What follows belongs to an exercise in optimizing a design on an open flow for small area; a production flow would make more cautious choices.
Where RTL was checked, it was by simulation tests only, not by an equivalence proof against the original.
No activity file was given, so power comes from the tool's default toggle rates.

## run a
// lidar_scan_top
module lidar_scan_top (
    input  logic        clk,
    input  logic        TxD_reset,
    input  logic        serial_in,
    output logic        result_valid,
    output logic [15:0] min_angle,
    output logic [15:0] max_angle,
    output logic [15:0] obs_alert
);
    localparam logic [9:0] BT_T    = 10'h3FF;
    localparam logic [9:0] BT_HALF = 10'h021;
    localparam logic [9:0] BT_FULL = 10'h00C;
    localparam logic [3:0] U_IDLE  = 4'd0;
    localparam logic [3:0] U_START = 4'd1;
    localparam logic [3:0] U_STOP  = 4'd10;
    logic       rx_meta;
    logic       rx_sync;
    logic [3:0] ust;
    logic [9:0] bt;
    logic       tick;
    logic       u_data;
    logic [7:0] bb;
    logic       pend;
    assign tick   = (ust != U_IDLE) && (bt == BT_T);
    assign u_data = (ust != U_IDLE) && (ust != U_START) && (ust != U_STOP);
    always_ff @(posedge clk) begin
        if (TxD_reset) begin
            rx_meta <= 1'b1;
            rx_sync <= 1'b1;
        end else begin
            rx_meta <= serial_in;
            rx_sync <= rx_meta;
        end
    end
    always_ff @(posedge clk) begin
        if ((ust == U_IDLE) && !rx_sync) begin
            bt <= BT_HALF;
        end else if (tick) begin
            bt <= BT_FULL;
        end else begin
            bt <= {bt[8:0], bt[9] ^ bt[6]};
        end
    end
    always_ff @(posedge clk) begin
        if (TxD_reset) begin
            ust <= U_IDLE;
        end else if (ust == U_IDLE) begin
            if (!rx_sync) ust <= U_START;
  ...
Size in the first run: ~170 flip-flops, about 52 I/O pins, ~5600 um^2 of cells after synthesis.
make LEC_CHECK=0 CAP_MARGIN=20 CORE_MARGIN=2 CORE_UTILIZATION=70 CTS_BUF_LIST=sky130_fd_sc_hd__clkbuf_8 CTS_CLUSTER_DIAMETER=60 CTS_CLUSTER_SIZE=16 PLACE_DENSITY=0.78 SLEW_MARGIN=20 finish   # period 10.0 ns
run.sh (not shown) runs the stock make flow with config.mk's settings and CLKGATE_MAP_FILE= SYNTH_SCRIPT=/design/flow/synth_recipe.tcl, a recipe that flattens the netlist after the stock synthesis.
Having completed the whole flow, run a delivered a layout that passed the timing, design-rule and antenna checks.
### run a -> run b
- a deleted CTS_CLUSTER_SIZE that had been 16
- a deleted CTS_CLUSTER_DIAMETER that had been 60
==> flow/flow/run.sh (new file) <==
#!/bin/bash
# Standard ORFS layout (the standard.sh), with the port buffers that
# buffer_ports inserts taken from the smallest buffer cell.
set -euo pipefail
export BUFFER_PORTS_ARGS="-buffer_cell sky130_fd_sc_hd__buf_1"
bash standard.sh > standard_flow.log 2>&1
==> flow/standard.sh (new file) <==
#!/bin/bash
# synth_recipe.tcl (not shown) runs the flow's synth.tcl, then flattens the netlist and writes it again
# the make line also repeats each setting of config.mk as NAME=value (left out here)
make -C /OpenROAD-flow-scripts/flow DESIGN_CONFIG=/design/flow/config.mk WORK_HOME=/design/flow/orfs CLKGATE_MAP_FILE= SYNTH_SCRIPT=/design/flow/synth_recipe.tcl "${@:-finish}"
removed: flow/run.sh
Notes after the runs:
Run b | stages: all done | timing, DRC, antenna: all pass
In the metrics for run a and run b, the one carrying the higher maximum operating frequency is run b.
Compared with run a, cell area in run b decreased by a few percent.
Wire: run b routes less than run a
Comparing share of the clock period used by the worst path for run a and run b, the bigger number came from run a.
Against run a as the reference, run b delivers a higher worst-case setup slack after placement.
Between run b and run a, the worst hold slack does not differ in any meaningful way.
Overall track demand over capacity in global routing down 0.29 points in run b wrt run a
The lower sequential share of layout area of run a and run b is in run a.
For number of DRC violations after detailed-routing iteration 0, dividing the value from run b by the value from run a gives 1.15.
| final period demand of the worst path | run b vs run a | 0.40 ns lower |
Diff run a and run b: core utilization lower in run b
Function was not checked in any run of this note: the RTL went through the layout flow alone.

* * *

Another version of the RTL of lidar_scan_top (not shown whole).
Size in the first run: roughly 52 I/O pins, ~4800 µm² of cells after synthesis.
export LEC_CHECK = 0
export CAP_MARGIN = 20
export CORE_MARGIN = 2
export CORE_UTILIZATION = 70
export PLACE_DENSITY = 0.78
export SLEW_MARGIN = 20
create_clock -name core_clock -period 10.0 [get_ports {clk}]
standard.sh (not shown) runs the stock make flow with config.mk's settings and CLKGATE_MAP_FILE= SYNTH_SCRIPT=/design/flow/synth_recipe.tcl, a recipe that flattens the netlist after the stock synthesis.
==> flow/flow/run.sh <==
#!/bin/bash
# Layout flow: the standard.sh (ORFS) in three parts.
#  1. the standard synthesis, unchanged, up to the Yosys netlist;
#  2. flow/remap.sh maps that netlist's combinational logic again with an
#     area-oriented ABC script; every flip-flop keeps its instance name, its
#     cell and its connections;
#  3. the rest of the standard flow on that netlist, with two changes: the
#     port buffers come from the smallest buffer cell (buf_1), and clock tree
#     synthesis adds no dummy loads.
# Each tool's output goes to a log file of its own in this folder.
set -euo pipefail
export BUFFER_PORTS_ARGS="-buffer_cell sky130_fd_sc_hd__buf_1"
export CTS_ARGS="-sink_clustering_enable -repair_clock_nets -buf_list sky130_fd_sc_hd__clkbuf_8 -dont_use_dummy_load"
R="$PWD/orfs/results/${FLOW_PLATFORM:-sky130hd}/lidar_scan_top/base"
bash standard.sh "$R/1_2_yosys.v" > standard_synth.log 2>&1
cp "$R/1_2_yosys.v" "$R/1_2_yosys_standard.v"
bash flow/remap.sh "$R/1_2_yosys_standard.v" "$R/1_2_yosys.v" > remap.log 2>&1
touch "$R/1_2_yosys.v"
bash standard.sh > standard_flow.log 2>&1
==> flow/flow/abc_area.script <==
strash; &get -n; &st; &dc2; &dch -f; &nf -R 1000 -a; &put
==> flow/flow/remap.sh <==
#!/bin/bash
# usage: remap.sh IN.v OUT.v
# Maps the combinational cells of a mapped sky130hd netlist again with
# flow/abc_area.script.  Sequential cells are read as black boxes, so every
# flip-flop keeps its instance name, cell type and connections.
set -euo pipefail
IN=$1; OUT=$2
HERE=$(cd "$(dirname "$0")" && pwd)
PLAT=${FLOW_HOME:-/OpenROAD-flow-scripts/flow}/platforms/sky130hd
LIB=$PLAT/lib/sky130_fd_sc_hd__tt_025C_1v80.lib
W=$PWD/remap_work
mkdir -p "$W"
# functional models of the library's combinational cells
yosys -q -l "$W/models.log" -p "read_liberty -ignore_miss_func $LIB; write_verilog -noattr $W/allcells.v"
python3 "$HERE/comb_models.py" "$W/allcells.v" "$W/cells_comb.v"
# the platform's don't-use cells stay unused
DU=""
for c in $(sed -n '/^export DONT_USE_CELLS/,/^#/p' "$PLAT/config.mk" | grep -oE 'sky130_fd_sc_hd__[a-z0-9_]+'); do
  DU="$DU -dont_use $c"
done
TOP=${FLOW_TOP:-lidar_scan_top}
cat > "$W/remap.ys" <<EOS
read_liberty -lib $LIB
read_verilog $IN
hierarchy -top $TOP
techmap -map $W/cells_comb.v
techmap
opt -fast
opt_clean
abc -script $HERE/abc_area.script -liberty $LIB $DU
opt_clean -purge
hilomap -singleton -hicell sky130_fd_sc_hd__conb_1 HI -locell sky130_fd_sc_hd__conb_1 LO
insbuf -buf sky130_fd_sc_hd__buf_4 A X
opt_clean -purge
check -assert -mapped
tee -o $W/stat.txt stat -liberty $LIB
write_verilog -noattr -noexpr -nohex -nodec $OUT
EOS
yosys -l "$W/remap_yosys.log" -s "$W/remap.ys" > /dev/null
Other scripts of this flow, unchanged in this note and not shown: flow/flow/comb_models.py
The baseline finished with timing, DRC and antenna clean.
Change:
==> flow/flow/abc_area.script (replaced) <==
strash; &get -n; &st; &deepsyn -I 1 -T 60; &dch -f; &nf -R 1000 -a; &put; strash; &get -n; &st; &deepsyn -I 1 -T 60; &dch -f; &nf -R 1000 -a; &put
--- a/flow/flow/remap.sh
+++ b/flow/flow/remap.sh
@@ -4 +4,2 @@
-# flow/abc_area.script.  Sequential cells are read as black boxes, so every
+# flow/abc_area.script (time-limited deep AIG synthesis, then area-recovery
+# mapping).  Sequential cells are read as black boxes, so every
Result:
- sequential cell count does not change
- via count is lower by about 9%
- cell area is lower by 1.5%
- die area came out lower by 1.6%
- clock skew barely changes
- sequential power climbs by about 0.8%
- worst setup slack gains 0.21 ns
Change:
==> flow/flow/abc_area.script (replaced) <==
strash; &get -n; &st; &dc2; &dch -f; &nf -R 1000 -a; &put
--- a/flow/flow/remap.sh
+++ b/flow/flow/remap.sh
@@ -4,2 +4 @@
-# flow/abc_area.script (time-limited deep AIG synthesis, then area-recovery
-# mapping).  Sequential cells are read as black boxes, so every
+# flow/abc_area.script.  Sequential cells are read as black boxes, so every
Settings changed: CORE_UTILIZATION 70 to 85, PLACE_DENSITY 0.78 to 0.92.
Now the flow never finished: it broke off in global routing with GRT-0232.
Synthesized cell count grows by a few percent.
Synthesized area grows slightly.

what the ideal ports hide:
In the flow no input, the clock included, has a driving cell. The finished layouts below were timed again as built, in two steps.
Step 1 assumes that a clkbuf_16 drives the clock port and a buf_2 every other input.
Step 2 times the ports against the registers' clock, not the clock port: input delays grow and output delays shrink by t, the midpoint of the rising clock arrivals with the driver on.
Slacks: ideal / step 1 / step 2; pairs: ideal / step 1.
run | shift t [ns] | slack for setup (ns) | latest minus earliest clock arrival (ns) | worst slew at a driven data input, ns
run a | 0.491 | 5.735 / 5.701 / 6.192 | 0.015 / 0.015 | 0.03
run b | 0.485 | 6.139 / 6.107 / 6.367 | 0.014 / 0.014 | 0.03
the first run of note 2 | 0.461 | 5.676 / 5.644 / 6.105 | 0.030 / 0.030 | 0.04
the second run of note 2 | 0.456 | 5.888 / 5.858 / 6.314 | 0.029 / 0.029 | 0.03
After both steps setup and hold are still met in every run listed.
